From an optimization exercise on the open Yosys and OpenROAD flow, aimed at small area and a short achievable clock period; shortcuts taken in it are not production practice. At most, simulation tests tie the RTL to the original design; equivalence was not proved. For run 1, only the layout was checked, not whether the RTL still works. No activity file was given, so power comes from the tool's default toggle rates.

`flow/config.mk`:
```
export PLATFORM = sky130hd
export DESIGN_NAME = loadStoreUnit
export DESIGN_NICKNAME = loadStoreUnit
export VERILOG_FILES = /design/flow/design.v
export SDC_FILE = /design/flow/constraint.sdc
export NUM_CORES = 4
export LEC_CHECK = 0
export CAP_MARGIN = 20
export CORE_MARGIN = 2
export CORE_UTILIZATION = 55
export CTS_BUF_LIST = sky130_fd_sc_hd__clkbuf_8
export SETUP_SLACK_MARGIN = 1.8
export SLEW_MARGIN = 20
export SYNTH_HIERARCHICAL = 1
```
`flow/constraint.sdc`:
```
create_clock -name core_clock -period 4.1 [get_ports {clk}]
set_input_delay 0.8200 -clock core_clock [delete_from_list [all_inputs] [get_ports {clk}]]
set_output_delay 0.8200 -clock core_clock [all_outputs]
set_load 0.01 [all_outputs]
```
`flow/design.v`:
```
`default_nettype none
package rvMemPkg;
    localparam int xlen = 64;
    localparam int maskWidth = xlen / 8;
    typedef logic [2:0] widthCode;
    localparam widthCode lb  = 3'b000;
    localparam widthCode lh  = 3'b001;
    localparam widthCode lw  = 3'b010;
    localparam widthCode ld  = 3'b011;
    localparam widthCode lbu = 3'b100;
    localparam widthCode lhu = 3'b101;
    localparam widthCode lwu = 3'b110;
    typedef union packed {
        logic [xlen-1:0] dword;
        logic [1:0][31:0] word;
        logic [3:0][15:0] half;
        logic [7:0][7:0] bytes;
    } memWord;
endpackage
`default_nettype wire
`default_nettype none
package platformPkg;
    localparam logic [63:0] mtimecmpAddr = 64'h0000_0000_0200_4000;
    localparam logic [63:0] mtimeAddr = 64'h0000_0000_0200_bff8;
    localparam logic [63:0] mtimecmpReset = '1;
endpackage
`default_nettype wire
`timescale 1ns/1ps
`default_nettype none
module accessControl (
    input  logic clk,
    input  logic arstN,
    input  logic reqValid,
    input  logic reqWrite,
    input  rvMemPkg::widthCode reqWidth,
    input  logic [rvMemPkg::xlen-1:0] reqAddr,
    input  logic [rvMemPkg::xlen-1:0] reqWdata,
    input  logic memStall,
    output logic busy,
    output logic done,
    output logic weMem,
    output logic reMem,
    output logic [rvMemPkg::xlen-1:0] heldAddr,
    output logic [rvMemPkg::xlen-1:0] heldWdata,
    output logic [rvMemPkg::maskWidth-1:0] heldMask,
    output logic [1:0] heldSize,
    output logic [2:0] loadBase,
    output logic [7:0] loadExtSel,
    output logic captureLoad,
    output logic timerRead,
    output logic timerReadCmp,
    output logic writeMtime,
    output logic writeMtimecmp,
    output logic acceptMtimecmpWrite
);
    logic accept;
    logic hitMtime;
    logic hitMtimecmp;
    logic isTimer;
    logic [rvMemPkg::xlen-1:0] fmtData;
    logic [rvMemPkg::maskWidth-1:0] fmtMask;
    logic atLeastHalf;
    logic atLeastWord;
    logic isDouble;
    logic [2:0] base;
    logic [2:0] top;
    logic signExt;
    logic [7:0] extSel;
    assign accept = reqValid && !busy;
    timerAddrMatch uMatch (
        .addr(reqAddr),
        .hitMtime(hitMtime),
        .hitMtimecmp(hitMtimecmp)
    );
    assign isTimer = hitMtime || hitMtimecmp;
    assign acceptMtimecmpWrite = accept && reqWrite && hitMtimecmp;
    storeFormatter uStoreFormatter (
        .size(reqWidth[1:0]),
        .offset(reqAddr[2:0]),
        .wdata(reqWdata),
        .fmtData(fmtData),
        .fmtMask(fmtMask)
    );
    assign atLeastHalf = (reqWidth[1:0] != 2'd0);
    assign atLeastWord = reqWidth[1];
    assign isDouble = (reqWidth[1:0] == 2'd3);
    assign base = reqAddr[2:0] & ~{isDouble, atLeastWord, atLeastHalf};
    assign top = base | {1'b0, atLeastWord, atLeastHalf};
    assign signExt = !reqWidth[2] && !isDouble;
    for (genvar k = 0; k < 8; k++) begin : gExtSel
        assign extSel[k] = signExt && (top == 3'(k));
    end
    always_ff @(posedge clk) begin
        if (!busy) begin
            loadBase <= base;
            loadExtSel <= extSel;
            heldAddr <= reqAddr;
            heldWdata <= fmtData;
            heldMask <= fmtMask;
            heldSize <= reqWidth[1:0];
            timerReadCmp <= hitMtimecmp;
        end
    end
    always_ff @(posedge clk or negedge arstN) begin
        if (!arstN) begin
            busy <= 1'b0;
            done <= 1'b0;
            weMem <= 1'b0;
            reMem <= 1'b0;
            timerRead <= 1'b0;
            writeMtime <= 1'b0;
            writeMtimecmp <= 1'b0;
        end else begin
            busy <= accept || (busy && !done);
            done <= ((weMem || reMem) && !memStall) || timerRead || writeMtime || writeMtimecmp;
            weMem <= (accept && reqWrite && !isTimer) || (weMem && memStall);
            reMem <= (accept && !reqWrite && !isTimer) || (reMem && memStall);
            timerRead <= accept && !reqWrite && isTimer;
            writeMtime <= accept && reqWrite && hitMtime;
            writeMtimecmp <= acceptMtimecmpWrite;
        end
    end
    assign captureLoad = (reMem && !memStall) || timerRead;
endmodule
module timerAddrMatch (
    input  logic [63:0] addr,
    output logic hitMtime,
    output logic hitMtimecmp
);
    localparam logic [63:0] mtimeAddr = platformPkg::mtimeAddr;
    localparam logic [63:0] mtimecmpAddr = platformPkg::mtimecmpAddr;
    logic [15:0] sharedHit;
    logic [3:0] mtimeLowHit;
    logic [3:0] mtimecmpLowHit;
    logic [2:0] notShared;
    logic notMtimeLow;
    logic notMtimecmpLow;
    for (genvar k = 4; k < 16; k++) begin : gShared
        nibbleMatch #(.K(mtimeAddr[4*k +: 4])) uNibble (
            .a(addr[4*k +: 4]),
            .y(sharedHit[k])
        );
    end
    assign sharedHit[3:0] = '0;
    for (genvar k = 0; k < 4; k++) begin : gLow
        nibbleMatch #(.K(mtimeAddr[4*k +: 4])) uMtime (
            .a(addr[4*k +: 4]),
            .y(mtimeLowHit[k])
        );
        nibbleMatch #(.K(mtimecmpAddr[4*k +: 4])) uMtimecmp (
            .a(addr[4*k +: 4]),
            .y(mtimecmpLowHit[k])
        );
    end
    for (genvar j = 0; j < 3; j++) begin : gSharedAnd
        gateNand #(.N(4)) uAnd (.a(sharedHit[4*j+4 +: 4]), .y(notShared[j]));
    end
    gateNand #(.N(4)) uMtimeAnd (.a(mtimeLowHit), .y(notMtimeLow));
    gateNand #(.N(4)) uMtimecmpAnd (.a(mtimecmpLowHit), .y(notMtimecmpLow));
    gateNor #(.N(4)) uMtimeHit (.a({notShared, notMtimeLow}), .y(hitMtime));
    gateNor #(.N(4)) uMtimecmpHit (.a({notShared, notMtimecmpLow}), .y(hitMtimecmp));
endmodule
module nibbleMatch #(
    parameter logic [3:0] K = 4'h0
) (
    input  logic [3:0] a,
    output logic y
);
    assign y = (a == K);
endmodule
`default_nettype wire
`timescale 1ns/1ps
`default_nettype none
module storeFormatter (
    input  logic [1:0] size,         
    input  logic [2:0] offset,
    input  logic [rvMemPkg::xlen-1:0] wdata,
    output logic [rvMemPkg::xlen-1:0] fmtData,
    output logic [rvMemPkg::maskWidth-1:0] fmtMask
);
    logic isByte;
    logic isHalf;
    logic isWord;
    logic isDouble;
    logic [7:0][7:0] b;
    logic [7:0][7:0] lane;
    assign isByte = (size == 2'd0);
    assign isHalf = (size == 2'd1);
    assign isWord = (size == 2'd2);
    assign isDouble = (size == 2'd3);
    always_comb begin
        for (int k = 0; k < 8; k++) begin
            fmtMask[k] = isDouble ||
                         ((k[2] == offset[2]) &&
                          (size[1] ||
                           ((k[1] == offset[1]) &&
                            (size[0] || (k[0] == offset[0])))));
        end
    end
    assign b = wdata;
    assign lane[0] = b[0];
    assign lane[1] = (fmtMask[1] && isByte) ? b[0] : b[1];
    assign lane[2] = (fmtMask[2] && !size[1]) ? b[0] : b[2];
    assign lane[3] = (fmtMask[3] && isByte) ? b[0] :
                     (fmtMask[3] && isHalf) ? b[1] : b[3];
    assign lane[4] = (fmtMask[4] && !isDouble) ? b[0] : b[4];
    assign lane[5] = (fmtMask[5] && isByte) ? b[0] :
                     (fmtMask[5] && (isHalf || isWord)) ? b[1] : b[5];
    assign lane[6] = (fmtMask[6] && !size[1]) ? b[0] :
                     (fmtMask[6] && isWord) ? b[2] : b[6];
    assign lane[7] = (fmtMask[7] && isByte) ? b[0] :
                     (fmtMask[7] && isHalf) ? b[1] :
                     (fmtMask[7] && isWord) ? b[3] : b[7];
    assign fmtData = lane;
endmodule
`default_nettype wire
`timescale 1ns/1ps
`default_nettype none
module loadAligner (
    input  logic clk,
    input  logic arstN,
    input  logic [2:0] base,                 
    input  logic [1:0] size,
    input  logic [7:0] extSel,               
    input  logic captureLoad,
    input  logic timerRead,
    input  logic [rvMemPkg::xlen-1:0] rdataMem,
    input  logic [rvMemPkg::xlen-1:0] timerValue,    
    output logic [rvMemPkg::xlen-1:0] rdData
);
    logic [7:0][7:0] memBytes;
    logic [7:0][7:0] timerBytes;
    logic [7:0][7:0] lane;
    logic atLeastHalf;
    logic atLeastWord;
    logic isDouble;
    logic [7:0] memTops;
    logic [7:0] timerTops;
    logic memExt;
    logic timerExt;
    logic ext;
    logic [7:0][7:0] res;
    assign memBytes = rdataMem;
    assign timerBytes = timerValue;
    assign atLeastHalf = (size != 2'd0);
    assign atLeastWord = size[1];
    assign isDouble = (size == 2'd3);
    for (genvar k = 0; k < 8; k++) begin : gTops
        assign memTops[k] = rdataMem[8*k+7];
        assign timerTops[k] = timerValue[8*k+7];
    end
    assign memExt = |(extSel & memTops);
    assign timerExt = |(extSel & timerTops);
    assign ext = timerRead ? timerExt : memExt;
    assign lane[0] = timerRead ? timerBytes[0] : memBytes[base];
    assign lane[1] = timerRead ? timerBytes[1] : memBytes[{base[2:1], 1'b1}];
    assign lane[2] = timerRead ? timerBytes[2] : memBytes[{base[2], 2'b10}];
    assign lane[3] = timerRead ? timerBytes[3] : memBytes[{base[2], 2'b11}];
    for (genvar k = 4; k < 8; k++) begin : gHigh
        assign lane[k] = timerRead ? timerBytes[k] : memBytes[k];
    end
    assign res[0] = lane[0];
    assign res[1] = atLeastHalf ? lane[1] : {8{ext}};
    assign res[2] = atLeastWord ? lane[2] : {8{ext}};
    assign res[3] = atLeastWord ? lane[3] : {8{ext}};
    assign res[4] = isDouble ? lane[4] : {8{ext}};
    assign res[5] = isDouble ? lane[5] : {8{ext}};
    assign res[6] = isDouble ? lane[6] : {8{ext}};
    assign res[7] = isDouble ? lane[7] : {8{ext}};
    always_ff @(posedge clk or negedge arstN) begin
        if (!arstN) begin
            rdData <= '0;
        end else if (captureLoad) begin
            rdData <= res;
        end
    end
endmodule
`default_nettype wire
`timescale 1ns/1ps
`default_nettype none
module mmioTimer #(
    parameter int unsigned TimerStep = 1
) (
    input  logic clk,
    input  logic arstN,
    input  logic [rvMemPkg::xlen-1:0] reqWdata,
    input  logic busy,
    input  logic reqAddrBit3,                
    input  logic timerReadCmp,               
    input  logic acceptMtimecmpWrite,
    input  logic writeMtime,                 
    input  logic writeMtimecmp,              
    input  logic [rvMemPkg::xlen-1:0] heldWdata,
    output logic [rvMemPkg::xlen-1:0] mtime,
    output logic [rvMemPkg::xlen-1:0] mtimecmp,
    output logic [rvMemPkg::xlen-1:0] timerValue,
    output logic timerIrq
);
    localparam int xlen = rvMemPkg::xlen;
    logic [xlen-1:0] mtimeInc;
    logic mtimeAllOnes;
    logic [xlen-1:0] mtimeNext;
    logic [xlen-1:0] mtimecmpNext;
    logic [xlen-1:0] other;
    logic [7:0] halfNotGt;
    logic [7:0] halfNotLt;
    logic [7:0] heldNotGt;
    logic [7:0] heldNotLt;
    logic dataGt;
    logic dataLt;
    logic mtimeWasAllOnes;
    logic notIncEqCmp;
    logic notEqCmp;
    logic irqNext;
    timerIncrement uIncrement (
        .value(mtime),
        .inc(mtimeInc),
        .allOnes(mtimeAllOnes)
    );
    assign mtimeNext = writeMtime ? heldWdata :
                       ((TimerStep == 1) ? mtimeInc : mtime + xlen'(TimerStep));
    assign mtimecmpNext = acceptMtimecmpWrite ? reqWdata : mtimecmp;
    assign other = reqAddrBit3 ? mtimecmp : mtime;
    assign timerValue = timerReadCmp ? mtimecmp : mtime;
    compareFront uFront (
        .a(reqWdata),
        .b(other),
        .notGt(halfNotGt),
        .notLt(halfNotLt)
    );
    always_ff @(posedge clk) begin
        heldNotGt <= halfNotGt;
        heldNotLt <= halfNotLt;
        mtimeWasAllOnes <= mtimeAllOnes;
    end
    compareBack uBack (
        .notGtIn(heldNotGt),
        .notLtIn(heldNotLt),
        .gt(dataGt),
        .lt(dataLt)
    );
    incEqual uIncEqual (
        .value(mtime),
        .target(mtimecmp),
        .notIncEq(notIncEqCmp),
        .notEq(notEqCmp)
    );
    always_comb begin
        if (TimerStep != 1) begin
            irqNext = (mtimeNext >= mtimecmp);
        end else if (writeMtime) begin
            irqNext = !dataLt;
        end else if (writeMtimecmp) begin
            irqNext = !notIncEqCmp ||
                      (!mtimeAllOnes && (!notEqCmp || (!mtimeWasAllOnes && !dataGt)));
        end else begin
            irqNext = !notIncEqCmp || (!mtimeAllOnes && timerIrq);
        end
    end
    always_ff @(posedge clk or negedge arstN) begin
        if (!arstN) begin
            mtime <= '0;
            mtimecmp <= platformPkg::mtimecmpReset;
            timerIrq <= 1'b0;
        end else begin
            mtime <= mtimeNext;
            mtimecmp <= mtimecmpNext;
            timerIrq <= irqNext;
        end
    end
endmodule
module timerIncrement (
    input  logic [63:0] value,
    output logic [63:0] inc,
    output logic allOnes
);
    logic [3:0][3:0][3:0] notRun;
    logic [3:0][3:0] notBlocks;
    logic [3:0] groupOnes;
    logic [3:0] notGroups;
    logic [63:0] carry;
    for (genvar a = 0; a < 4; a++) begin : gGroup
        for (genvar b = 0; b < 4; b++) begin : gBlock
            gateNand #(.N(1)) uRun0 (.a(value[16*a+4*b]), .y(notRun[a][b][0]));
            for (genvar c = 1; c < 4; c++) begin : gRun
                gateNand #(.N(c + 1)) uRun (
                    .a(value[16*a+4*b +: c + 1]),
                    .y(notRun[a][b][c])
                );
            end
        end
        assign notBlocks[a][0] = 1'b0;
        assign notBlocks[a][1] = notRun[a][0][3];
        gateOr #(.N(2)) uBlocks2 (
            .a({notRun[a][1][3], notRun[a][0][3]}),
            .y(notBlocks[a][2])
        );
        gateOr #(.N(3)) uBlocks3 (
            .a({notRun[a][2][3], notRun[a][1][3], notRun[a][0][3]}),
            .y(notBlocks[a][3])
        );
        gateNor #(.N(4)) uGroupOnes (
            .a({notRun[a][3][3], notRun[a][2][3], notRun[a][1][3], notRun[a][0][3]}),
            .y(groupOnes[a])
        );
    end
    assign notGroups[0] = 1'b0;
    gateNand #(.N(1)) uGroups1 (.a(groupOnes[0]), .y(notGroups[1]));
    gateNand #(.N(2)) uGroups2 (.a(groupOnes[1:0]), .y(notGroups[2]));
    gateNand #(.N(3)) uGroups3 (.a(groupOnes[2:0]), .y(notGroups[3]));
    gateAnd #(.N(4)) uAllOnes (.a(groupOnes), .y(allOnes));
    assign carry[0] = 1'b1;
    for (genvar i = 0; i < 63; i++) begin : gCarry
        localparam int a = i / 16;
        localparam int b = (i / 4) % 4;
        localparam int c = i % 4;
        if (a == 0 && b == 0) begin : gRunOnly
            gateNor #(.N(1)) uCarry (.a(notRun[a][b][c]), .y(carry[i+1]));
        end else if (a == 0) begin : gBlocksRun
            gateNor #(.N(2)) uCarry (
                .a({notBlocks[a][b], notRun[a][b][c]}),
                .y(carry[i+1])
            );
        end else if (b == 0) begin : gGroupsRun
            gateNor #(.N(2)) uCarry (
                .a({notGroups[a], notRun[a][b][c]}),
                .y(carry[i+1])
            );
        end else begin : gAll
            gateNor #(.N(3)) uCarry (
                .a({notGroups[a], notBlocks[a][b], notRun[a][b][c]}),
                .y(carry[i+1])
            );
        end
    end
    assign inc = value ^ carry;
endmodule
module compareFront (
    input  logic [63:0] a,
    input  logic [63:0] b,
    output logic [7:0] notGt,
    output logic [7:0] notLt
);
    logic [63:0] g0;
    logic [63:0] l0;
    logic [31:0] g1;
    logic [31:0] l1;
    logic [15:0] g2;
    logic [15:0] l2;
    assign g0 = a & ~b;
    assign l0 = ~a & b;
    for (genvar i = 0; i < 32; i++) begin : gL1
        compareNodePos uNode (
            .gtHigh(g0[2*i+1]), .ltHigh(l0[2*i+1]),
            .gtLow(g0[2*i]), .ltLow(l0[2*i]),
            .notGt(g1[i]), .notLt(l1[i])
        );
    end
    for (genvar i = 0; i < 16; i++) begin : gL2
        compareNodeNeg uNode (
            .notGtHigh(g1[2*i+1]), .notLtHigh(l1[2*i+1]),
            .notGtLow(g1[2*i]), .notLtLow(l1[2*i]),
            .gt(g2[i]), .lt(l2[i])
        );
    end
    for (genvar i = 0; i < 8; i++) begin : gL3
        compareNodePos uNode (
            .gtHigh(g2[2*i+1]), .ltHigh(l2[2*i+1]),
            .gtLow(g2[2*i]), .ltLow(l2[2*i]),
            .notGt(notGt[i]), .notLt(notLt[i])
        );
    end
endmodule
module compareBack (
    input  logic [7:0] notGtIn,
    input  logic [7:0] notLtIn,
    output logic gt,
    output logic lt
);
    logic [3:0] g4;
    logic [3:0] l4;
    logic [1:0] g5;
    logic [1:0] l5;
    for (genvar i = 0; i < 4; i++) begin : gL4
        compareNodeNeg uNode (
            .notGtHigh(notGtIn[2*i+1]), .notLtHigh(notLtIn[2*i+1]),
            .notGtLow(notGtIn[2*i]), .notLtLow(notLtIn[2*i]),
            .gt(g4[i]), .lt(l4[i])
        );
    end
    for (genvar i = 0; i < 2; i++) begin : gL5
        compareNodePos uNode (
            .gtHigh(g4[2*i+1]), .ltHigh(l4[2*i+1]),
            .gtLow(g4[2*i]), .ltLow(l4[2*i]),
            .notGt(g5[i]), .notLt(l5[i])
        );
    end
    compareNodeNeg uTop (
        .notGtHigh(g5[1]), .notLtHigh(l5[1]),
        .notGtLow(g5[0]), .notLtLow(l5[0]),
        .gt(gt), .lt(lt)
    );
endmodule
module compareNodePos (
    input  logic gtHigh,
    input  logic ltHigh,
    input  logic gtLow,
    input  logic ltLow,
    output logic notGt,
    output logic notLt
);
    assign notGt = !((gtHigh || gtLow) && !ltHigh);
    assign notLt = !((ltHigh || ltLow) && !gtHigh);
endmodule
module compareNodeNeg (
    input  logic notGtHigh,
    input  logic notLtHigh,
    input  logic notGtLow,
    input  logic notLtLow,
    output logic gt,
    output logic lt
);
    assign gt = !((notGtHigh && notGtLow) || !notLtHigh);
    assign lt = !((notLtHigh && notLtLow) || !notGtHigh);
endmodule
module incEqual (
    input  logic [63:0] value,
    input  logic [63:0] target,
    output logic notIncEq,
    output logic notEq
);
    logic [63:0] diff;
    xorVector #(.N(64)) uDiff (
        .a(value),
        .b(target),
        .y(diff)
    );
    incEqualTree uTree (
        .value(value),
        .diff(diff),
        .notIncEq(notIncEq),
        .notEq(notEq)
    );
endmodule
module incEqualTree (
    input  logic [63:0] value,
    input  logic [63:0] diff,
    output logic notIncEq,
    output logic notEq
);
    logic [63:0] below;
    logic [63:0] ok;
    logic [15:0] okA;
    logic [7:0] okB;
    logic [3:0] okC;
    logic [1:0] okD;
    logic [31:0] sameA;
    logic [7:0] sameB;
    logic [3:0] sameC;
    assign below = value & diff;
    for (genvar i = 0; i < 63; i++) begin : gStep
        assign ok[i] = (diff[i+1] == below[i]);
    end
    assign ok[63] = diff[0];
    for (genvar i = 0; i < 16; i++) begin : gOkA
        gateNand #(.N(4)) uGate (.a(ok[4*i +: 4]), .y(okA[i]));
    end
    for (genvar i = 0; i < 8; i++) begin : gOkB
        gateNor #(.N(2)) uGate (.a(okA[2*i +: 2]), .y(okB[i]));
    end
    for (genvar i = 0; i < 4; i++) begin : gOkC
        gateNand #(.N(2)) uGate (.a(okB[2*i +: 2]), .y(okC[i]));
    end
    for (genvar i = 0; i < 2; i++) begin : gOkD
        gateNor #(.N(2)) uGate (.a(okC[2*i +: 2]), .y(okD[i]));
    end
    gateNand #(.N(2)) uOk (.a(okD), .y(notIncEq));
    for (genvar i = 0; i < 32; i++) begin : gSameA
        gateNor #(.N(2)) uGate (.a(diff[2*i +: 2]), .y(sameA[i]));
    end
    for (genvar i = 0; i < 8; i++) begin : gSameB
        gateNand #(.N(4)) uGate (.a(sameA[4*i +: 4]), .y(sameB[i]));
    end
    for (genvar i = 0; i < 4; i++) begin : gSameC
        gateNor #(.N(2)) uGate (.a(sameB[2*i +: 2]), .y(sameC[i]));
    end
    gateNand #(.N(4)) uSame (.a(sameC), .y(notEq));
endmodule
module xorVector #(
    parameter int N = 64
) (
    input  logic [N-1:0] a,
    input  logic [N-1:0] b,
    output logic [N-1:0] y
);
    assign y = a ^ b;
endmodule
module gateNand #(
    parameter int N = 2
) (
    input  logic [N-1:0] a,
    output logic y
);
    assign y = !(&a);
endmodule
module gateNor #(
    parameter int N = 2
) (
    input  logic [N-1:0] a,
    output logic y
);
    assign y = !(|a);
endmodule
module gateOr #(
    parameter int N = 2
) (
    input  logic [N-1:0] a,
    output logic y
);
    assign y = |a;
endmodule
module gateAnd #(
    parameter int N = 2
) (
    input  logic [N-1:0] a,
    output logic y
);
    assign y = &a;
endmodule
`default_nettype wire
`timescale 1ns/1ps
`default_nettype none
module loadStoreUnit #(
    parameter int unsigned TimerStep = 1
) (
    input  logic clk,
    input  logic arstN,
    input  logic reqValid,
    input  logic reqWrite,
    input  rvMemPkg::widthCode reqWidth,
    input  logic [rvMemPkg::xlen-1:0] reqAddr,
    input  logic [rvMemPkg::xlen-1:0] reqWdata,
    input  logic [rvMemPkg::xlen-1:0] rdataMem,
    input  logic memStall,
    output logic busy,
    output logic done,
    output logic [rvMemPkg::xlen-1:0] rdData,
    output logic [rvMemPkg::xlen-1:0] address,
    output logic weMem,
    output logic reMem,
    output logic [rvMemPkg::xlen-1:0] wdataMem,
    output logic [rvMemPkg::maskWidth-1:0] wmaskMem,
    output logic timerIrq
);
    logic [rvMemPkg::xlen-1:0] heldAddr;
    logic [rvMemPkg::xlen-1:0] heldWdata;
    logic [rvMemPkg::maskWidth-1:0] heldMask;
    logic [1:0] heldSize;
    logic [2:0] loadBase;
    logic [7:0] loadExtSel;
    logic captureLoad;
    logic timerRead;
    logic timerReadCmp;
    logic writeMtime;
    logic writeMtimecmp;
    logic acceptMtimecmpWrite;
    logic [rvMemPkg::xlen-1:0] mtime;
    logic [rvMemPkg::xlen-1:0] mtimecmp;
    logic [rvMemPkg::xlen-1:0] timerValue;
    accessControl uAccessControl (
        .clk(clk),
        .arstN(arstN),
        .reqValid(reqValid),
        .reqWrite(reqWrite),
        .reqWidth(reqWidth),
        .reqAddr(reqAddr),
        .reqWdata(reqWdata),
        .memStall(memStall),
        .busy(busy),
        .done(done),
        .weMem(weMem),
        .reMem(reMem),
        .heldAddr(heldAddr),
        .heldWdata(heldWdata),
        .heldMask(heldMask),
        .heldSize(heldSize),
        .loadBase(loadBase),
        .loadExtSel(loadExtSel),
        .captureLoad(captureLoad),
        .timerRead(timerRead),
        .timerReadCmp(timerReadCmp),
        .writeMtime(writeMtime),
        .writeMtimecmp(writeMtimecmp),
        .acceptMtimecmpWrite(acceptMtimecmpWrite)
    );
    loadAligner uLoadAligner (
        .clk(clk),
        .arstN(arstN),
        .base(loadBase),
        .size(heldSize),
        .extSel(loadExtSel),
        .captureLoad(captureLoad),
        .timerRead(timerRead),
        .rdataMem(rdataMem),
        .timerValue(timerValue),
        .rdData(rdData)
    );
    mmioTimer #(
        .TimerStep(TimerStep)
    ) uMmioTimer (
        .clk(clk),
        .arstN(arstN),
        .reqWdata(reqWdata),
        .busy(busy),
        .reqAddrBit3(reqAddr[3]),
        .timerReadCmp(timerReadCmp),
        .acceptMtimecmpWrite(acceptMtimecmpWrite),
        .writeMtime(writeMtime),
        .writeMtimecmp(writeMtimecmp),
        .heldWdata(heldWdata),
        .mtime(mtime),
        .mtimecmp(mtimecmp),
        .timerValue(timerValue),
        .timerIrq(timerIrq)
    );
    assign address = heldAddr;
    assign wdataMem = heldWdata;
    assign wmaskMem = heldMask;
endmodule
`default_nettype wire
```
`flow/flow/run.sh`:
```
#!/bin/bash
# The standard layout, with plain buffers on the ports instead of the
# delay cells buffer_ports picks by default. Every port still gets a buffer.
set -euo pipefail
export BUFFER_PORTS_ARGS="-buffer_cell sky130_fd_sc_hd__buf_1"
bash standard.sh > standard.log 2>&1
```
`flow/standard.sh`:
```
#!/bin/bash
# synth_recipe.tcl (not shown) runs the flow's synth.tcl, then flattens the netlist and writes it again
# the make line also repeats each setting of config.mk as NAME=value (left out here)
make -C /OpenROAD-flow-scripts/flow DESIGN_CONFIG=/design/flow/config.mk WORK_HOME=/design/flow/orfs CLKGATE_MAP_FILE= SYNTH_SCRIPT=/design/flow/synth_recipe.tcl "${@:-finish}"
```
==> results of run 1 <==
[critical path, stage by stage, from the launching register on]
cell and delay [ns]:
dfrtp_2 0.47, nand4_1 0.27, nor4_4 0.36, buf_4 0.22
inv_1 0.05, buf_4 0.21, nor2_1 0.17, xor2_1 0.25
mux2_2 0.21
[power breakdown]
group / internal (mW) / total (mW) / switching [mW]
logic: 1.28 / 3.44 / 2.16
clock network: 1.85 / 3.49 / 1.64
registers: 4.81 / 5.41 / 0.602
total: 7.94 / 12.3 / 4.40
[synth_stat cells, drive strengths merged, types with 43 or more instances]
| master | count |
|---|---|
| nor2 | 98 |
| edfxtp | 150 |
| buf | 66 |
| inv | 79 |
| nand2 | 117 |
| nand4 | 48 |
| o21bai | 86 |
| o22ai | 55 |
| o21ai | 67 |
| nand3 | 43 |
| and2b | 132 |
| dfstp | 64 |
| mux2 | 321 |
| xor2 | 190 |
| a21boi | 44 |
| dfrtp | 136 |
[modules after synthesis, one instance, submodules excluded, excerpt]
module	cells	area [µm²]
loadAligner	426	4380
storeFormatter	195	1368
incEqualTree	126	788.3
compareNodeNeg	2	15.01
timerIncrement	64	555.5
accessControl	191	4902
compareFront	128	1121
compareNodePos	2	15.01
[repair_timing]
item | CTS | global route
pin swaps | 10 | 16
setup buffers | 22 | 29
gates resized for setup | 35 | 62
setup endpoints to repair | 243 | 130
gates cloned | 4 | 3
[sequential cells by signal, summed over array words and instances, names as in the netlist, 8 cells and up]
signal,count
uLoadAligner.rdData,64
uAccessControl.loadExtSel,8
uMmioTimer.mtimecmp,64
uMmioTimer.heldNotLt,8
uAccessControl.heldWdata,64
uAccessControl.heldAddr,64
uMmioTimer.mtime,64
uAccessControl.heldMask,8
uMmioTimer.heldNotGt,8
[metrics by stage]
step / area, µm² / worst slack (ns) / utilization / total power [mW] / instances
after floorplan: 23320 / 1.078 / - / 7.095 / 2000
after global placement: 25230 / 0.8429 / 0.6136 / 8.475 / 2885
after detailed placement: 25230 / 0.7964 / 0.6136 / 8.521 / 2885
after CTS: 26980 / 1.802 / 0.6563 / 12.16 / 3035
after global routing: 27560 / 1.751 / 0.6704 / 12.83 / 3069
final: 27560 / 1.825 / 0.6705 / 12.34 / 3070
[cell type report]
cell class	count	area, µm²
antenna	3	7.507
clock buffer	74	1018
clock inverter	50	291.5
fill	3282	13550
inverter	79	300.3
multi-input combinational	1462	12650
sequential	367	9967
tap	532	665.6
timing repair buffer	503	2664
[cell families (layout without fill, tap and decap cells)]
kind of cell | Yosys count | after routing
AND/OR/NAND/NOR | 542 | 542
flip-flops | 367 | 367
AO/OA/AOI/OAI | 364 | 364
multiplexers | 362 | 362
XOR/XNOR | 190 | 190
buffers and inverters | 171 | 706
adder cells (fa/ha/maj) | 4 | 4
other | 0 | 3
[placed cells by master (no fill, tap or decap), drive strengths merged, types with 64 or more instances in the layout]
master	Yosys	final
inv	79	105
o21ai	67	67
xor2	190	190
and2b	132	132
clkbuf	24	78
o21bai	86	86
nor2	98	98
dfrtp	136	136
mux2	321	321
nand2	117	117
edfxtp	150	150
dfstp	64	64
buf	66	497
[worst max path at each step]
stage | from | to | cells past startpoint
finish | uMmioTimer.mtime[12] | uMmioTimer.mtime[19] | 8
global placement | reqAddr[0] | uMmioTimer.mtimecmp[43] | 8
CTS | uAccessControl.timerReadCmp | uLoadAligner.rdData[50] | 8
detailed placement | reqAddr[0] | uMmioTimer.mtimecmp[56] | 8
global route | uMmioTimer.mtimecmp[29] | uMmioTimer.timerIrq | 10
floorplan | uAccessControl.busy | uAccessControl.heldAddr[0] | 1
[layer usage]
| metal | up-vias | wire [µm] |
|---|---|---|
| met5 | - | 43 |
| met3 | 192 | 6453 |
| li1 | 8274 | - |
| met2 | 835 | 36900 |
| met4 | 6 | 4358 |
| met1 | 9343 | 33650 |
==> reports/results.tsv, run 1 <==
metric	value	unit
Synth Area in XOR/XNOR	0.07231	
global-route wire length before repair	117.2	mm
maxcap violations	0	
Root Driver	clkbuf_8	
fmax	439.6	MHz
HP Class	input port to asynchronous set/reset pin	
fin. max-slew vios	0	
Starting Density	0.5598	
cell accounting for the most synthesized area	edfxtp_1	
Leakage	11.76	nW
reg-to-reg startpoint	uMmioTimer.mtime[12]	
share of cells above drive strength 1	0.3337	
synth unique cells	77	
met3 usage	0.06672	
top post-synthesis cells by area	edfxtp_1, mux2_2, dfrtp_1	
Worst slew margin	0.3663	
Synth Area in Adders	0.002175	
Primary FF master, synth	edfxtp_1	
total die area	43500	µm²
area grow syn2layout	19.77	%
Net Count, Synth	2204	
via count	18650	
worst reg-to-reg setup slack	1.83	ns
main combinational cell family by area after synthesis	multiplexers	
Nets	2684	
initial antenna violation count	7	
Core Region	41110	µm²
Yosys top cell area share	0.1957	
register area share after synthesis	0.4314	
clock buffer depth	3	
H-tree depth	3	
FP Rows	74	
Least-Margin Pin Slew	0.9505	ns
R2R Path End	uMmioTimer.mtime[19]	
antenna viol nets, final	0	
average wire per standard cell	26.52	µm
Setup crit end kind	flip-flop	
# setup viols final	0	
CTS tree	done	
GRT Overall Usage	0.3606	
Die Width	208.6	µm
Cell Pwr Density	447.8	nW/µm²
crit start category	flip-flop	
M1 GR Usage	0.4897	
Top Ports	405	
DR vias/cell	6.075	
Mapped Avg Cell Area	11.51	µm²
Synth Area in Compound Gates	0.1115	
asr flop ratio synth	0.5450	
GP Congestion	0.9269	
WL final	81.41	mm
run status	timing/DRC/antenna clean	
Max VDD drop	0.7413	mV
TNS Setup	0	ns
Post-DP HPWL	58.63	mm
Yosys warnings	10	
FF-to-FF path depth	8	
register bit count reported by yosys	367	
Worst EP arrival	2.84	ns
number of synthesized flops with an enable pin	150	
DRC	0	
post-route clock period utilization	0.5548	
RSZ-0062 raised after global routing	yes	
Detailed Routing Iterations Pass 1	8	
hold buffer count at cts	0	
DR iter-0 viols	1742	
Skew-Pair Late Insertion Delay	0.64	ns
clock-pin slew on the worst setup and hold paths	0.06	ns
grt ovf	0	
Simple-Gate Fraction of Synth Area	0.1497	
Critical Path RT	4.67	ns
Hold Fails Final Rpt	0	
met2 usage	0.5649	
mux contribution to synthesized area	0.1902	
largest net degree at the start of global routing	78	
Syn Inst Count	2000	
vias in the first global route	18400	
Die Ht	208.6	µm
WS Path Type	flip-flop to flip-flop	
post-layout min period	2.275	ns
Sink Count	367	
Num CTS Buffers	67	
WHS	0.3085	ns
clk_skew	0.02393	ns
netlist area before placement	23010	µm²
port bufs	404	
Most Used Layer, Global Route	met2	
Worst Path Max Fanout	16	
==> inputs of run 2 (changes only) <==
--- a/flow/design.v
+++ b/flow/design.v
@@ -228,2 +228,5 @@
     input  logic [rvMemPkg::xlen-1:0] timerValue,    
+    input  logic timerReadCmp,
+    input  logic [rvMemPkg::xlen-1:0] mtime,
+    input  logic [rvMemPkg::xlen-1:0] mtimecmp,
     output logic [rvMemPkg::xlen-1:0] rdData
@@ -237,3 +240,4 @@
     logic [7:0] memTops;
-    logic [7:0] timerTops;
+    logic [7:0] mtimeTops;
+    logic [7:0] mtimecmpTops;
     logic memExt;
@@ -249,6 +253,7 @@
         assign memTops[k] = rdataMem[8*k+7];
-        assign timerTops[k] = timerValue[8*k+7];
+        assign mtimeTops[k] = mtime[8*k+7];
+        assign mtimecmpTops[k] = mtimecmp[8*k+7];
     end
     assign memExt = |(extSel & memTops);
-    assign timerExt = |(extSel & timerTops);
+    assign timerExt = timerReadCmp ? |(extSel & mtimecmpTops) : |(extSel & mtimeTops);
     assign ext = timerRead ? timerExt : memExt;
@@ -313,2 +318,4 @@
     logic notEqCmp;
+    logic irqRest;
+    logic irqStep;
     logic irqNext;
@@ -348,13 +355,17 @@
     always_comb begin
-        if (TimerStep != 1) begin
-            irqNext = (mtimeNext >= mtimecmp);
-        end else if (writeMtime) begin
-            irqNext = !dataLt;
+        if (writeMtime) begin
+            irqRest = !dataLt;
         end else if (writeMtimecmp) begin
-            irqNext = !notIncEqCmp ||
-                      (!mtimeAllOnes && (!notEqCmp || (!mtimeWasAllOnes && !dataGt)));
+            irqRest = !mtimeAllOnes && (!notEqCmp || (!mtimeWasAllOnes && !dataGt));
         end else begin
-            irqNext = !notIncEqCmp || (!mtimeAllOnes && timerIrq);
+            irqRest = !mtimeAllOnes && timerIrq;
         end
     end
+    irqJoin uJoin (
+        .notIncEq(notIncEqCmp),
+        .writeMtime(writeMtime),
+        .rest(irqRest),
+        .irq(irqStep)
+    );
+    assign irqNext = (TimerStep == 1) ? irqStep : (mtimeNext >= mtimecmp);
     always_ff @(posedge clk or negedge arstN) begin
@@ -597,2 +608,10 @@
 endmodule
+module irqJoin (
+    input  logic notIncEq,
+    input  logic writeMtime,
+    input  logic rest,
+    output logic irq
+);
+    assign irq = !(notIncEq || writeMtime) || rest;
+endmodule
 module gateNand #(
@@ -705,2 +724,5 @@
         .timerValue(timerValue),
+        .timerReadCmp(timerReadCmp),
+        .mtime(mtime),
+        .mtimecmp(mtimecmp),
         .rdData(rdData)
--- a/flow/config.mk
+++ b/flow/config.mk
@@ -9,5 +9,4 @@
 export CORE_MARGIN = 2
-export CORE_UTILIZATION = 55
-export CTS_BUF_LIST = sky130_fd_sc_hd__clkbuf_8
-export SETUP_SLACK_MARGIN = 1.8
+export CORE_UTILIZATION = 40
+export SETUP_SLACK_MARGIN = 1.9
 export SLEW_MARGIN = 20
==> reports/results.tsv, run 2 <==
metric	value	unit	change
run status	timing/DRC/antenna clean		unchanged
total die area	59020	µm²	was 43500 µm²
Yosys warnings	10		unchanged
clock-pin slew on the worst setup and hold paths	0.06	ns	about the same
Die Ht	242.9	µm	was 208.6 µm
CP delay by family, top	simple AND/OR/NAND/NOR gates		unchanged
netlist area before placement	22840	µm²	was 23010 µm²
WS Path Type	input port to flip-flop		was flip-flop to flip-flop
cell chain of the critical path	clkbuf_2, nor4b_4, nand4_1, buf_6, nor4_4, and3_4, buf_12, buf_12, buf_16, mux2_4		was nand4_1, nor4_4, buf_4, inv_1, buf_4, nor2_1, xor2_1, mux2_2
post-route clock period utilization	0.5617		was 0.5548
Top Ports	405		unchanged
Setup crit end kind	flip-flop		unchanged
Worst slew margin	0.3341		was 0.3663
post-layout min period	2.303	ns	was 2.275 ns
internal power	8.306	mW	was 7.940 mW
Critical Path RT	4.62	ns	was 4.67 ns
register bit count reported by yosys	367		unchanged
Cell Pwr Density	450.4	nW/µm²	was 447.8 nW/µm²
fin util	0.4969		was 0.6705
HP Class	input port to asynchronous set/reset pin		unchanged
Starting Density	0.4050		was 0.5598
Worst EP arrival	2.83	ns	was 2.84 ns
Most Used Layer, Global Route	met2		unchanged
FP Rows	87		was 74
sequential share of power	0.427		was 0.438
commonest non-fill, non-tap cells in the layout	buf_1, mux2_2, xor2_1		unchanged
Detailed Routing Iterations Pass 1	6		was 8
port bufs	404		unchanged
antenna viol nets, final	0		unchanged
maxcap violations	0		unchanged
number of synthesized flops with an enable pin	150		unchanged
Syn Inst Count	1995		was 2000
# setup viols final	0		unchanged
Fillers	5215		was 3282
Net Count, Synth	2199		was 2204
clock buffer depth	3		unchanged
Mapped Avg Cell Area	11.45	µm²	was 11.51 µm²
most common cell after layout, fill and taps aside	buf_1		unchanged
Clk pwr share	0.329		was 0.283
TNS Setup	0	ns	unchanged
Max VDD drop	0.3568	mV	was 0.7413 mV
GP Congestion	0.9295		was 0.9269
Finished Layout Cells	3261		was 3070
hold buffer count at cts	0		unchanged
vias in the first global route	18500		was 18400
met3 usage	0.05606		was 0.06672
Skew-Pair Late Insertion Delay	0.60	ns	was 0.64 ns
M1 GR Usage	0.3852		was 0.4897
average wire per standard cell	27.13	µm	was 26.52 µm
global-route wire length before repair	127.3	mm	was 117.2 mm
Reg area	9990	µm²	was 9967 µm²
Yosys top cell area share	0.1972		was 0.1957
Num CTS Buffers	45		was 67
Worst Path Max Fanout	7		was 16
CTS tree	done		unchanged
Sink Count	367		unchanged
clk_skew	0.01775	ns	was 0.02393 ns
area grow syn2layout	22.68	%	was 19.77%
share of cells above drive strength 1	0.3372		was 0.3337
Least-Margin Pin Slew	0.9989	ns	was 0.9505 ns
top post-synthesis cells by area	edfxtp_1, dfrtp_1, mux2_2		was edfxtp_1, mux2_2, dfrtp_1
Post-DP HPWL	65.69	mm	was 58.63 mm
Leakage	11.48	nW	was 11.76 nW
H-tree depth	2		was 3
dpl cells	3099		was 2885
fmax	434.2	MHz	was 439.6 MHz
Power Total	12.62	mW	was 12.34 mW
initial antenna violation count	4		was 7
crit start category	input port		was flip-flop
GRT Overall Usage	0.2920		was 0.3606
DR iter-0 viols	1613		was 1742
count leader, synth	mux2_2		unchanged
WL final	88.47	mm	was 81.41 mm
Crit. Startpoint	reqAddr[24]		was uMmioTimer.mtime[12]
P_sw	4.314	mW	was 4.402 mW
Root Driver	clkbuf_16		was clkbuf_8
register area share after synthesis	0.4348		was 0.4314
Switching Fraction	0.3418		was 0.3567
most frequent CP cell	buf_12		was buf_4
RSZ-0062 raised after global routing	yes		unchanged
Nets	2670		was 2684
Core Region	56390	µm²	was 41110 µm²
grt ovf	0		unchanged
Multi-input gate area	12610	µm²	was 12650 µm²
met2 usage	0.4866		was 0.5649
largest net degree at the start of global routing	99		was 78
asr flop ratio synth	0.5450		unchanged
Hold Fails Final Rpt	0		unchanged
synth unique cells	72		was 77
via count	18610		was 18650
CP peak stage delay	0.30	ns	was 0.47 ns
slowest cell on the critical path	mux2_4		was dfrtp_2
Primary FF master, synth	edfxtp_1		unchanged
commonest cells in the netlist	mux2_2, xor2_1, edfxtp_1		unchanged
cell accounting for the most synthesized area	edfxtp_1		unchanged
Buf/Inv on CP	5		was 3
Die Width	242.9	µm	was 208.6 µm
fin. max-slew vios	0		unchanged
DR vias/cell	5.708		was 6.075
Comb power frac	0.244		was 0.279
reg-to-reg startpoint	uAccessControl.loadBase[0]		was uMmioTimer.mtime[12]
DRC	0		unchanged
-- run 2: cell type report --
type                    count  share of cell area
diodes                      2           0.0001786
clock buffers              62             0.04645
clock inverters            22            0.008262
inverters                  39            0.005448
multi-input cells        1498              0.4501
flip-flops and latches    367              0.3566
well taps                 756             0.03376
repair buffers            515             0.09928
-- run 2: worst paths after layout --
kind	cells past startpoint	endpoint	slack (ns)
setup / recovery	10	uMmioTimer.mtimecmp[50]	1.80
hold / removal	1	uMmioTimer.mtime[4]	0.24
setup reg to reg	5	uLoadAligner.rdData[2]	1.94
hold reg to reg	1	uAccessControl.busy	0.47
max in group asynchronous	2	uAccessControl.timerRead	2.86
min in group core_clock	1	uAccessControl.heldAddr[27]	0.41
-- run 2: Yosys stat by module (local to each module, per instance), excerpt --
module	cells	area [µm²]	times used	flops+latches
timerIncrement	64	555.5	1	0
compareFront	128	1121	1	0
compareNodePos	2	15.01	42	0
irqJoin	1	7.507	1	0
accessControl	191	4902	1	157
storeFormatter	195	1368	1	0
incEqualTree	126	788.3	1	0
compareNodeNeg	2	15.01	21	0
loadAligner	420	4202	1	64
-- run 2: logic make-up (layout without fill, tap and decap cells) --
group,after synthesis,after routing,synth area share
compound gates,383,384,0.1146
mux,361,361,0.1878
flops,367,367,0.4348
buf+inv,131,638,0.03441
xor+xnor,190,190,0.07286
simple gates,559,559,0.1533
fa+ha+maj,4,4,0.002192
other cells,0,2,0
-- run 2: metrics by stage --
stage / setup WS (ns) / hold slack (ns) / area, µm²
finish: 1.797 / 0.2371 / 28020
global route: 1.748 / 0.2708 / 28010
CTS: 1.821 / 0.2337 / 27590
detailed placement: 0.9143 / 0.4452 / 25300
global placement: 1.017 / 0.4581 / 25300
floorplan: 1.078 / 0.4692 / 23140
-- run 2: layer usage --
metal	part of all wire	up-vias	routed length, µm
li1	-	8246	-
met1	0.41	9372	36550
met2	0.48	846	42030
met3	0.080	145	7054
met4	0.032	4	2804
met5	0.00029	-	26
-- run 2: timing repair --
action | CTS | global route
pin swaps | 14 | 21
buffers inserted | 40 | 28
setup endpoints to repair | 231 | 181
gates cloned | 8 | 0
hold endpoints to repair | 0 | 0
resized for setup | 65 | 62
-- run 2: power groups by stage --
stage | sequential [mW] | clock (mW) | combinational, mW
finish | 5.38 | 4.16 | 3.08
global route | 5.44 | 4.34 | 3.30
CTS | 5.38 | 4.22 | 3.07
detailed placement | 5.46 | 0 | 2.98
global placement | 5.46 | 0 | 2.95
floorplan | 5.60 | 0 | 1.35
==> inputs of run 3 (changes only) <==
--- a/flow/config.mk
+++ b/flow/config.mk
@@ -9,4 +9,5 @@
 export CORE_MARGIN = 2
-export CORE_UTILIZATION = 40
-export SETUP_SLACK_MARGIN = 1.9
+export CORE_UTILIZATION = 65
+export CTS_BUF_LIST = sky130_fd_sc_hd__clkbuf_4
+export SETUP_SLACK_MARGIN = 1.75
 export SLEW_MARGIN = 20
==> reports/results.tsv, run 3 <==
metric	value	unit	change
Critical Path RT	3.28	ns	was 4.62 ns
Mapped Avg Cell Area	11.45	µm²	unchanged
vias in the first global route	18680		was 18500
Cell Pwr Density	444.9	nW/µm²	was 450.4 nW/µm²
Skew-Pair Late Insertion Delay	0.87	ns	was 0.60 ns
slowest cell on the critical path	edfxtp_1		was mux2_4
# setup viols final	0		unchanged
CP peak stage delay	0.50	ns	was 0.30 ns
TNS Setup	0	ns	unchanged
CP delay by family, top	flip-flops		was simple AND/OR/NAND/NOR gates
count leader, synth	mux2_2		unchanged
commonest non-fill, non-tap cells in the layout	buf_1, mux2_2, xor2_1		unchanged
internal power	7.759	mW	was 8.306 mW
Nets	2659		was 2670
initial antenna violation count	11		was 4
Hold Fails Final Rpt	0		unchanged
Leakage	11.09	nW	was 11.48 nW
Starting Density	0.6611		was 0.4050
Post-DP HPWL	57.45	mm	was 65.69 mm
Syn Inst Count	1995		unchanged
crit start category	flip-flop		was input port
sequential share of power	0.452		was 0.427
RSZ-0062 raised after global routing	yes		unchanged
Switching Fraction	0.3422		was 0.3418
cell chain of the critical path	clkbuf_2		was clkbuf_2, nor4b_4, nand4_1, buf_6, nor4_4, and3_4, buf_12, buf_12, buf_16, mux2_4
cell accounting for the most synthesized area	edfxtp_1		unchanged
Least-Margin Pin Slew	0.9375	ns	was 0.9989 ns
average wire per standard cell	25.84	µm	was 27.13 µm
dpl ws	0.7923	ns	was 0.9143 ns
commonest cells in the netlist	mux2_2, xor2_1, edfxtp_1		unchanged
register bit count reported by yosys	367		unchanged
number of synthesized flops with an enable pin	150		unchanged
synth unique cells	72		unchanged
post-route clock period utilization	0.5712		was 0.5617
share of cells above drive strength 1	0.3257		was 0.3372
netlist area before placement	22840	µm²	unchanged
total die area	36650	µm²	was 59020 µm²
largest net degree at the start of global routing	103		was 99
Yosys top cell area share	0.1972		unchanged
Clk pwr share	0.305		was 0.329
maxcap violations	0		unchanged
GP Congestion	0.9462		was 0.9295
asr flop ratio synth	0.5450		unchanged
post-layout min period	2.342	ns	was 2.303 ns
Yosys warnings	10		unchanged
Fillers	2431		was 5215
P_sw	4.036	mW	was 4.314 mW
Primary FF master, synth	edfxtp_1		unchanged
Detailed Routing Iterations Pass 1	9		was 6
area grow syn2layout	16.08	%	was 22.68%
fmax	427.0	MHz	was 434.2 MHz
antenna viol nets, final	0		unchanged
fin util	0.7675		was 0.4969
FP Rows	68		was 87
DR vias/cell	6.369		was 5.708
Power Total	11.79	mW	was 12.62 mW
Crit. Startpoint	uAccessControl.heldWdata[49]		was reqAddr[24]
Die Width	191.4	µm	was 242.9 µm
WS Path Type	flip-flop to output pin		was input port to flip-flop
DR iter-0 viols	1752		was 1613
top post-synthesis cells by area	edfxtp_1, dfrtp_1, mux2_2		unchanged
Comb power frac	0.243		was 0.244
grt ovf	0		unchanged
Setup crit end kind	output pin		was flip-flop
Worst Path Max Fanout	2		was 7
run status	timing/DRC/antenna clean		unchanged
hold buffer count at cts	0		unchanged
DRC	0		unchanged
Max VDD drop	0.4494	mV	was 0.3568 mV
most common cell after layout, fill and taps aside	buf_1		unchanged
fin. max-slew vios	0		unchanged
clk_skew	0.07638	ns	was 0.01775 ns
H-tree depth	3		was 2
Worst EP arrival	1.52	ns	was 2.83 ns
register area share after synthesis	0.4348		unchanged
clock-pin slew on the worst setup and hold paths	0.08	ns	was 0.06 ns
Net Count, Synth	2199		unchanged
global-route wire length before repair	113.3	mm	was 127.3 mm
port bufs	404		unchanged
HP Class	input port to asynchronous set/reset pin		unchanged
CTS tree	done		unchanged
via count	19150		was 18610
reg-to-reg startpoint	uMmioTimer.mtime[47]		was uAccessControl.loadBase[0]
GRT Overall Usage	0.4189		was 0.2920
Core Region	34540	µm²	was 56390 µm²
Top Ports	405		unchanged
Root Driver	clkbuf_4		was clkbuf_16
post-route setup slack	1.758	ns	was 1.797 ns
Die Ht	191.4	µm	was 242.9 µm
WL final	77.70	mm	was 88.47 mm
clock buffer depth	3		unchanged
Buf/Inv on CP	1		was 5
Sink Count	367		unchanged
Worst slew margin	0.3750		was 0.3341
Num CTS Buffers	99		was 45
run 3: changes by cell type in the layout (fill, tap and decap cells not counted), moves of 8 or more:
cell	delta
dfrtp_2	-24
clkinv_1	+13
diode_2	+8
dfrtp_1	+25
buf_16	-9
clkbuf_8	-9
buf_4	-43
clkbuf_4	+164
clkbuf_16	-46
buf_1	+10
buf_6	-9
run 3: stage by stage:
step | instance area [µm²] | cells | hold slack (ns)
after floorplan | 23130 | 1995 | 0.4692
after global placement | 24900 | 2796 | 0.4441
after detailed placement | 24900 | 2796 | 0.4473
after CTS | 26440 | 2996 | 0.08323
after global routing | 26500 | 3002 | 0.1602
final | 26510 | 3007 | 0.1219
run 3: layout make-up:
type                       instances  area [µm²]  share of cell area
multi-input combinational       1497       12440              0.4692
antenna                           10       25.02           0.0009439
timing repair buffer             451        1978             0.07462
clock inverter                    24       157.7            0.005947
sequential                       367        9956              0.3755
clock buffer                     164        1231             0.04644
inverter                          39       153.9            0.005805
tap                              455       569.3             0.02147
run 3: power by group through the flow:
stage | combinational [mW] | sequential [mW] | clock [mW]
floorplan | 1.35 | 5.60 | 0
global placement | 2.79 | 5.34 | 0
detailed placement | 2.83 | 5.35 | 0
CTS | 2.85 | 5.30 | 3.64
global route | 3.08 | 5.38 | 3.83
finish | 2.87 | 5.33 | 3.60
run 3: path summary, 6_finish.rpt:
path | slack [ns] | cells past startpoint | end
worst max-delay path | 1.76 | 1 | wdataMem[49]
worst min-delay path | 0.12 | 1 | uMmioTimer.mtime[34]
worst max register to register | 1.77 | 7 | uMmioTimer.mtime[63]
worst min register to register | 0.45 | 1 | uAccessControl.busy
max in group asynchronous | 3.04 | 2 | uMmioTimer.mtimecmp[61]
min in group core_clock | 0.21 | 1 | uAccessControl.heldAddr[62]
run 3: cells by family after synthesis:
logic type,synth area share
compound gates,0.1146
xor+xnor,0.07286
fa+ha+maj,0.002192
buf+inv,0.03441
flops,0.4348
mux,0.1878
simple gates,0.1533
run 3: per-layer routing:
| layer | vias to the layer above | global-route usage | wire length [µm] |
|---|---|---|---|
| met5 | - | 0 | 8 |
| met4 | 2 | 0.2160 | 4060 |
| met3 | 228 | 0.1114 | 8948 |
| met2 | 1172 | 0.6412 | 35060 |
| met1 | 9467 | 0.5483 | 29620 |
| li1 | 8283 | - | - |
run 3: Yosys stat by module (local to each module, per instance), a selection:
module,cells,flops+latches
accessControl,191,157
compareFront,128,0
compareNodeNeg,2,0
compareNodePos,2,0
incEqualTree,126,0
irqJoin,1,0
storeFormatter,195,0
timerIncrement,64,0
run 3: what timing repair did:
| action | CTS | global route |
|---|---|---|
| buffers inserted | 12 | 1 |
| pin swaps | 7 | 2 |
| gates cloned | 0 | 0 |
| endpoints found under the setup margin | 72 | 105 |
| gates resized for setup | 13 | 19 |
==> inputs of run 4 (changes only) <==
--- a/flow/config.mk
+++ b/flow/config.mk
@@ -9,5 +9,5 @@
 export CORE_MARGIN = 2
-export CORE_UTILIZATION = 65
-export CTS_BUF_LIST = sky130_fd_sc_hd__clkbuf_4
-export SETUP_SLACK_MARGIN = 1.75
+export CORE_UTILIZATION = 55
+export CTS_BUF_LIST = sky130_fd_sc_hd__clkbuf_8
+export SETUP_SLACK_MARGIN = 2.0
 export SLEW_MARGIN = 20
==> reports/results.tsv, run 4 <==
metric	value	unit	change
DR iter-0 viols	1756		was 1752
Worst slew margin	0.3585		was 0.3750
Switching Fraction	0.3517		was 0.3422
fin. max-slew vios	0		unchanged
Max VDD drop	0.4364	mV	was 0.4494 mV
clock-pin slew on the worst setup and hold paths	0.06	ns	was 0.08 ns
sequential share of power	0.446		was 0.452
commonest non-fill, non-tap cells in the layout	buf_1, mux2_2, xor2_1		unchanged
most common cell after layout, fill and taps aside	buf_1		unchanged
Top Ports	405		unchanged
vias in the first global route	18670		was 18680
TNS Setup	0	ns	unchanged
count leader, synth	mux2_2		unchanged
Fillers	3183		was 2431
clock buffer depth	3		unchanged
Least-Margin Pin Slew	0.9570	ns	was 0.9375 ns
Comb power frac	0.260		was 0.243
Net Count, Synth	2199		unchanged
FF-to-FF path depth	7		unchanged
register bit count reported by yosys	367		unchanged
Core Region	40920	µm²	was 34540 µm²
hold buffer count at cts	0		unchanged
Root Driver	clkbuf_8		was clkbuf_4
Leakage	12.14	nW	was 11.09 nW
dpl cells	2870		was 2796
Skew-Pair Late Insertion Delay	0.66	ns	was 0.87 ns
top post-synthesis cells by area	edfxtp_1, dfrtp_1, mux2_2		unchanged
worst reg-to-reg setup slack	1.98	ns	was 1.77 ns
maxcap violations	0		unchanged
Worst EP arrival	2.83	ns	was 1.52 ns
Mapped Avg Cell Area	11.45	µm²	unchanged
clk_skew	0.04707	ns	was 0.07638 ns
internal power	7.691	mW	was 7.759 mW
post-route clock period utilization	0.5510		was 0.5712
port bufs	404		unchanged
via count	19160		was 19150
fmax	442.7	MHz	was 427.0 MHz
Hold Fails Final Rpt	0		unchanged
largest net degree at the start of global routing	106		was 103
Multi-input gate area	12910	µm²	was 12440 µm²
RSZ-0062 raised after global routing	yes		unchanged
Num CTS Buffers	69		was 99
Sink Count	367		unchanged
reg-to-reg startpoint	uAccessControl.busy		was uMmioTimer.mtime[47]
cell accounting for the most synthesized area	edfxtp_1		unchanged
Reg area	10000	µm²	was 9956 µm²
initial antenna violation count	2		was 11
DR vias/cell	6.117		was 6.369
Detailed Routing Iterations Pass 1	6		was 9
Post-DP HPWL	57.98	mm	was 57.45 mm
Finished Layout Cells	3132		was 3007
commonest cells in the netlist	mux2_2, xor2_1, edfxtp_1		unchanged
CTS tree	done		unchanged
synth unique cells	72		unchanged
GRT Overall Usage	0.3631		was 0.4189
WHS	0.1399	ns	was 0.1219 ns
# setup viols final	0		unchanged
GP Congestion	0.9330		was 0.9462
post-layout min period	2.259	ns	was 2.342 ns
Cell Pwr Density	419.5	nW/µm²	was 444.9 nW/µm²
Nets	2747		was 2659
global-route wire length before repair	118.5	mm	was 113.3 mm
Critical Path RT	4.67	ns	was 3.28 ns
WS Path Type	input port to flip-flop		was flip-flop to output pin
DRC	0		unchanged
FP Rows	74		was 68
crit start category	input port		was flip-flop
register area share after synthesis	0.4348		unchanged
total die area	43170	µm²	was 36650 µm²
Setup crit end kind	flip-flop		was output pin
HP Class	input port to asynchronous set/reset pin		unchanged
area grow syn2layout	23.85	%	was 16.08%
grt ovf	0		unchanged
Clk pwr share	0.293		was 0.305
Crit. Startpoint	reqAddr[50]		was uAccessControl.heldWdata[49]
Starting Density	0.5581		was 0.6611
Die Ht	207.8	µm	was 191.4 µm
Yosys top cell area share	0.1972		unchanged
Yosys warnings	10		unchanged
Syn Inst Count	1995		unchanged
Critical Path Sink	uMmioTimer.mtimecmp[2]		was wdataMem[49]
number of synthesized flops with an enable pin	150		unchanged
share of cells above drive strength 1	0.3630		was 0.3257
Die Width	207.8	µm	was 191.4 µm
antenna viol nets, final	0		unchanged
Worst Path Max Fanout	5		was 2
average wire per standard cell	25.93	µm	was 25.84 µm
P_sw	4.173	mW	was 4.036 mW
R2R Path End	uMmioTimer.mtimecmp[2]		was uMmioTimer.mtime[63]
H-tree depth	3		unchanged
fin util	0.6911		was 0.7675
Primary FF master, synth	edfxtp_1		unchanged
run status	timing/DRC/antenna clean		unchanged
WL final	81.22	mm	was 77.70 mm
netlist area before placement	22840	µm²	unchanged
asr flop ratio synth	0.5450		unchanged
-- run 4: Yosys stat by module, one instance, submodules excluded, a selection --
module	area (µm²)	cells inside	flip-flops and latches	times used
accessControl	4902	191	157	1
loadAligner	4202	420	64	1
storeFormatter	1368	195	0	1
compareFront	1121	128	0	1
incEqualTree	788.3	126	0	1
timerIncrement	555.5	64	0	1
compareNodeNeg	15.01	2	0	21
compareNodePos	15.01	2	0	42
irqJoin	7.507	1	0	1
-- run 4: cell type report --
cell class / instances / area share
antenna: 2 / 0.0001769
clock buffer: 74 / 0.03601
clock inverter: 52 / 0.01017
inverter: 39 / 0.005618
multi-input combinational: 1499 / 0.4566
sequential: 367 / 0.3537
tap: 532 / 0.02353
timing repair buffer: 566 / 0.1141
timing repair inverter: 1 / 0.0001769
-- run 4: through the flow --
stage | area (µm²) | power (mW) | setup slack (ns)
finish | 28280 | 11.86 | 1.841
global route | 28280 | 12.35 | 1.798
CTS | 27370 | 11.85 | 1.859
detailed placement | 25110 | 8.256 | 0.8320
global placement | 25110 | 8.209 | 0.9128
floorplan | 23330 | 6.966 | 1.078
-- run 4: worst min path at each step --
stage / startpoint / slack [ns] / endpoint
2_1_floorplan: uAccessControl.writeMtimecmp / 0.47 / uAccessControl.done
3_3_place_gp: uAccessControl.done / 0.46 / uAccessControl.busy
3_5_place_dp: uAccessControl.done / 0.46 / uAccessControl.busy
4_1_cts: arstN / 0.11 / uMmioTimer.mtime[11]
5_1_grt: arstN / 0.15 / uMmioTimer.mtime[11]
6_report: arstN / 0.14 / uMmioTimer.mtime[10]
-- run 4: metal layers --
metal | share of wire | track usage | vias to the layer above
met5 | 0 | 0 | -
met4 | 0.037 | 0.1396 | 0
met3 | 0.095 | 0.07625 | 155
met2 | 0.45 | 0.5580 | 1009
met1 | 0.42 | 0.5057 | 9602
li1 | - | - | 8394
-- run 4: worst max-delay path: stages --
cell and delay (ns):
buf_8 0.10, nor4_4 0.29, nand4_1 0.14, buf_6 0.15, nor4_4 0.29, and3_4 0.28
buf_12 0.12, buf_12 0.10, buf_12 0.10, buf_16 0.12, mux2_4 0.29
-- run 4: kinds of logic after synthesis --
family | count (synthesis) | synth area share
and+or+nand+nor | 559 | 0.1533
AOI/OAI and AO/OA | 383 | 0.1146
DFF | 367 | 0.4348
muxes | 361 | 0.1878
xor gates and xnor gates | 190 | 0.07286
buffers and inverters | 131 | 0.03441
adders and majority gates | 4 | 0.002192
-- run 4: what timing repair did --
action	in CTS	in global routing
buffers inserted	59	67
setup endpoints to repair	263	214
cloned	6	2
resized for setup	84	102
pin swaps	20	20
-- run 4: power groups by stage --
stage	clock (mW)	combinational (mW)	sequential (mW)
2_1_floorplan	0	1.37	5.60
3_3_place_gp	0	2.82	5.39
3_5_place_dp	0	2.87	5.39
4_1_cts	3.52	3.05	5.28
5_1_grt	3.68	3.30	5.36
6_report	3.48	3.09	5.30
==> inputs of run 5 (changes only) <==
--- a/flow/config.mk
+++ b/flow/config.mk
@@ -11,3 +11,3 @@
 export CTS_BUF_LIST = sky130_fd_sc_hd__clkbuf_8
-export SETUP_SLACK_MARGIN = 2.0
+export SETUP_SLACK_MARGIN = 1.8
 export SLEW_MARGIN = 20
==> reports/results.tsv, run 5 <==
metric	value	unit	change
run status	timing/DRC/antenna clean		unchanged
worst reg-to-reg setup slack	1.86	ns	was 1.98 ns
WS Path Type	flip-flop to flip-flop		was input port to flip-flop
clock buffer depth	3		unchanged
largest net degree at the start of global routing	136		was 106
antenna viol nets, final	0		unchanged
Setup crit end kind	flip-flop		unchanged
GRT Overall Usage	0.3636		was 0.3631
top post-synthesis cells by area	edfxtp_1, dfrtp_1, mux2_2		unchanged
clk_skew	0.02467	ns	was 0.04707 ns
Reg area	9967	µm²	was 10000 µm²
most frequent CP cell	nand2_1		was buf_12
Power Total	11.70	mW	was 11.86 mW
cell chain of the critical path	xor2_1, nand2_1, xor2_1, nand4_1, nor2_1, nand2_1, nor2_1, nand2_1, o21bai_1		was buf_8, nor4_4, nand4_1, buf_6, nor4_4, and3_4, buf_12, buf_12, buf_12, buf_16, mux2_4
register area share after synthesis	0.4348		unchanged
Primary FF master, synth	edfxtp_1		unchanged
Worst EP arrival	2.78	ns	was 2.83 ns
CP delay by family, top	XOR/XNOR gates		was simple AND/OR/NAND/NOR gates
average wire per standard cell	26.32	µm	was 25.93 µm
most common cell after layout, fill and taps aside	buf_1		unchanged
total die area	43170	µm²	unchanged
CTS tree	done		unchanged
Num CTS Buffers	69		unchanged
RSZ-0062 raised after global routing	no		was yes
initial antenna violation count	9		was 2
vias in the first global route	18390		was 18670
Critical Path RT	4.64	ns	was 4.67 ns
number of synthesized flops with an enable pin	150		unchanged
Multi-input gate area	12450	µm²	was 12910 µm²
Critical Path Sink	uMmioTimer.timerIrq		was uMmioTimer.mtimecmp[2]
critical path depth	9		was 11
Yosys warnings	10		unchanged
Hold Fails Final Rpt	0		unchanged
Post-DP HPWL	59.27	mm	was 57.98 mm
Core Region	40920	µm²	unchanged
Syn Inst Count	1995		unchanged
crit start category	flip-flop		was input port
netlist area before placement	22840	µm²	unchanged
hold buffer count at cts	0		unchanged
Die Ht	207.8	µm	unchanged
Cell Pwr Density	436.9	nW/µm²	was 419.5 nW/µm²
HP Class	input port to asynchronous set/reset pin		unchanged
Sink Count	367		unchanged
Buf/Inv on CP	0		was 6
grt ovf	0		unchanged
Leakage	11.14	nW	was 12.14 nW
Yosys top cell area share	0.1972		unchanged
port bufs	404		unchanged
clock-pin slew on the worst setup and hold paths	0.06	ns	about the same
Worst Path Max Fanout	4		was 5
WL final	80.17	mm	was 81.22 mm
Net Count, Synth	2199		unchanged
fmax	446.3	MHz	was 442.7 MHz
count leader, synth	mux2_2		unchanged
Worst slew margin	0.3858		was 0.3585
asr flop ratio synth	0.5450		unchanged
GP Congestion	0.9830		was 0.9330
Top Ports	405		unchanged
commonest cells in the netlist	mux2_2, xor2_1, edfxtp_1		unchanged
H-tree depth	3		unchanged
register bit count reported by yosys	367		unchanged
FP Rows	74		unchanged
post-route clock period utilization	0.5465		was 0.5510
DRC	0		unchanged
FF-to-FF path depth	9		was 7
slowest cell on the critical path	dfstp_2		was nor4_4
maxcap violations	0		unchanged
commonest non-fill, non-tap cells in the layout	buf_1, mux2_2, xor2_1		unchanged
global-route wire length before repair	117.7	mm	was 118.5 mm
synth unique cells	72		unchanged
post-layout min period	2.241	ns	was 2.259 ns
Fillers	3357		was 3183
# setup viols final	0		unchanged
Least-Margin Pin Slew	0.9214	ns	was 0.9570 ns
R2R Path End	uMmioTimer.timerIrq		was uMmioTimer.mtimecmp[2]
fin. max-slew vios	0		unchanged
TNS Setup	0	ns	unchanged
Max VDD drop	1.267	mV	was 0.4364 mV
Die Width	207.8	µm	unchanged
cell accounting for the most synthesized area	edfxtp_1		unchanged
Detailed Routing Iterations Pass 1	5		was 6
Nets	2656		was 2747
Mapped Avg Cell Area	11.45	µm²	unchanged
reg-to-reg startpoint	uMmioTimer.mtimecmp[0]		was uAccessControl.busy
CP peak stage delay	0.58	ns	was 0.29 ns
share of cells above drive strength 1	0.3114		was 0.3630
Crit. Startpoint	uMmioTimer.mtimecmp[0]		was reqAddr[50]
Root Driver	clkbuf_8		unchanged
via count	18570		was 19160
area grow syn2layout	17.26	%	was 23.85%
Skew-Pair Late Insertion Delay	0.64	ns	was 0.66 ns
DR vias/cell	6.098		was 6.117
Starting Density	0.5581		unchanged
DR iter-0 viols	1645		was 1756
==> run 5: cell counts after synthesis <==
Identical to the previous run, type by type.
==> run 5: cell type report <==
| type | instances | share of cell area |
|---|---|---|
| clock buffer | 75 | 0.03855 |
| sequential | 367 | 0.3722 |
| multi-input combinational | 1497 | 0.4647 |
| timing repair buffer | 478 | 0.08466 |
| antenna | 6 | 0.0005607 |
| inverter | 39 | 0.005840 |
| tap | 532 | 0.02486 |
| clock inverter | 52 | 0.008597 |
==> run 5: stage by stage <==
step / util / area [µm²] / hold WS (ns) / std cells / worst slack (ns)
2_1_floorplan: - / 23140 / 0.4692 / 1995 / 1.078
3_3_place_gp: 0.6110 / 25000 / 0.4813 / 2875 / 0.9645
3_5_place_dp: 0.6110 / 25000 / 0.4804 / 2875 / 0.9042
4_1_cts: 0.6467 / 26460 / 0.2803 / 3017 / 1.786
5_1_grt: 0.6543 / 26780 / 0.3253 / 3045 / 1.770
6_report: 0.6544 / 26780 / 0.2929 / 3046 / 1.859
==> run 5: worst register-to-register path: stages (launching register included) <==
cell and delay, ns:
dfstp_2 0.58, xor2_1 0.56, nand2_1 0.14, xor2_1 0.16, nand4_1 0.13, nor2_1 0.16, nand2_1 0.08, nor2_1 0.15
nand2_1 0.07, o21bai_1 0.13
==> run 5: layer usage <==
| metal | up-vias | GRT usage | routed length [µm] |
|---|---|---|---|
| li1 | 8240 | - | - |
| met3 | 155 | 0.07322 | 6884 |
| met2 | 920 | 0.5654 | 37080 |
| met1 | 9250 | 0.4993 | 33080 |
| met5 | - | 0 | 48 |
| met4 | 8 | 0.1487 | 3078 |
==> run 5: per-module statistics from Yosys (local to each module, per instance), excerpt <==
module	times used	flops+latches	cells
compareNodeNeg	21	0	2
storeFormatter	1	0	195
compareNodePos	42	0	2
irqJoin	1	0	1
loadAligner	1	64	420
timerIncrement	1	0	64
accessControl	1	157	191
compareFront	1	0	128
==> run 5: power breakdown <==
| part | switching, mW | internal [mW] |
|---|---|---|
| combinational | 1.90 | 1.06 |
| sequential | 0.584 | 4.81 |
| clock | 1.65 | 1.69 |
| total | 4.13 | 7.57 |
==> run 5: kinds of logic (layout without fill, tap and decap cells) <==
logic type	after synthesis	in the layout	share of synthesized area
and+or+nand+nor	559	559	0.1533
xor gates and xnor gates	190	190	0.07286
buffers and inverters	131	644	0.03441
AOI/OAI and AO/OA	383	383	0.1146
muxes	361	361	0.1878
DFF	367	367	0.4348
adders and majority gates	4	4	0.002192
other	0	6	0
==> run 5: worst min-delay path by stage <==
stage                                       from                 endpoint  slack (ns)  cells past startpoint
finish                                     arstN      uMmioTimer.mtime[0]        0.29                      1
global route                               arstN      uMmioTimer.mtime[0]        0.33                      1
CTS                                        arstN      uMmioTimer.mtime[0]        0.28                      1
detailed placement           uAccessControl.done      uAccessControl.busy        0.48                      1
global placement         uLoadAligner.rdData[35]  uLoadAligner.rdData[35]        0.48                      2
floorplan           uAccessControl.writeMtimecmp      uAccessControl.done        0.47                      2
==> run 5: timing repair <==
item,4_1_cts,5_1_grt
endpoints found under the setup margin,164,156
buffers inserted,14,19
pin swaps,5,9
gates cloned,1,4
resized for setup,14,27

Re-timed with assumed drivers on the ports (clkbuf_16 on the clock, buf_2 on other inputs), run 5 has 1.859 ns of setup slack against 1.859 ns with ideal ports, and 1.201 ns once port delays also move by the mid clock arrival of 0.683 ns.
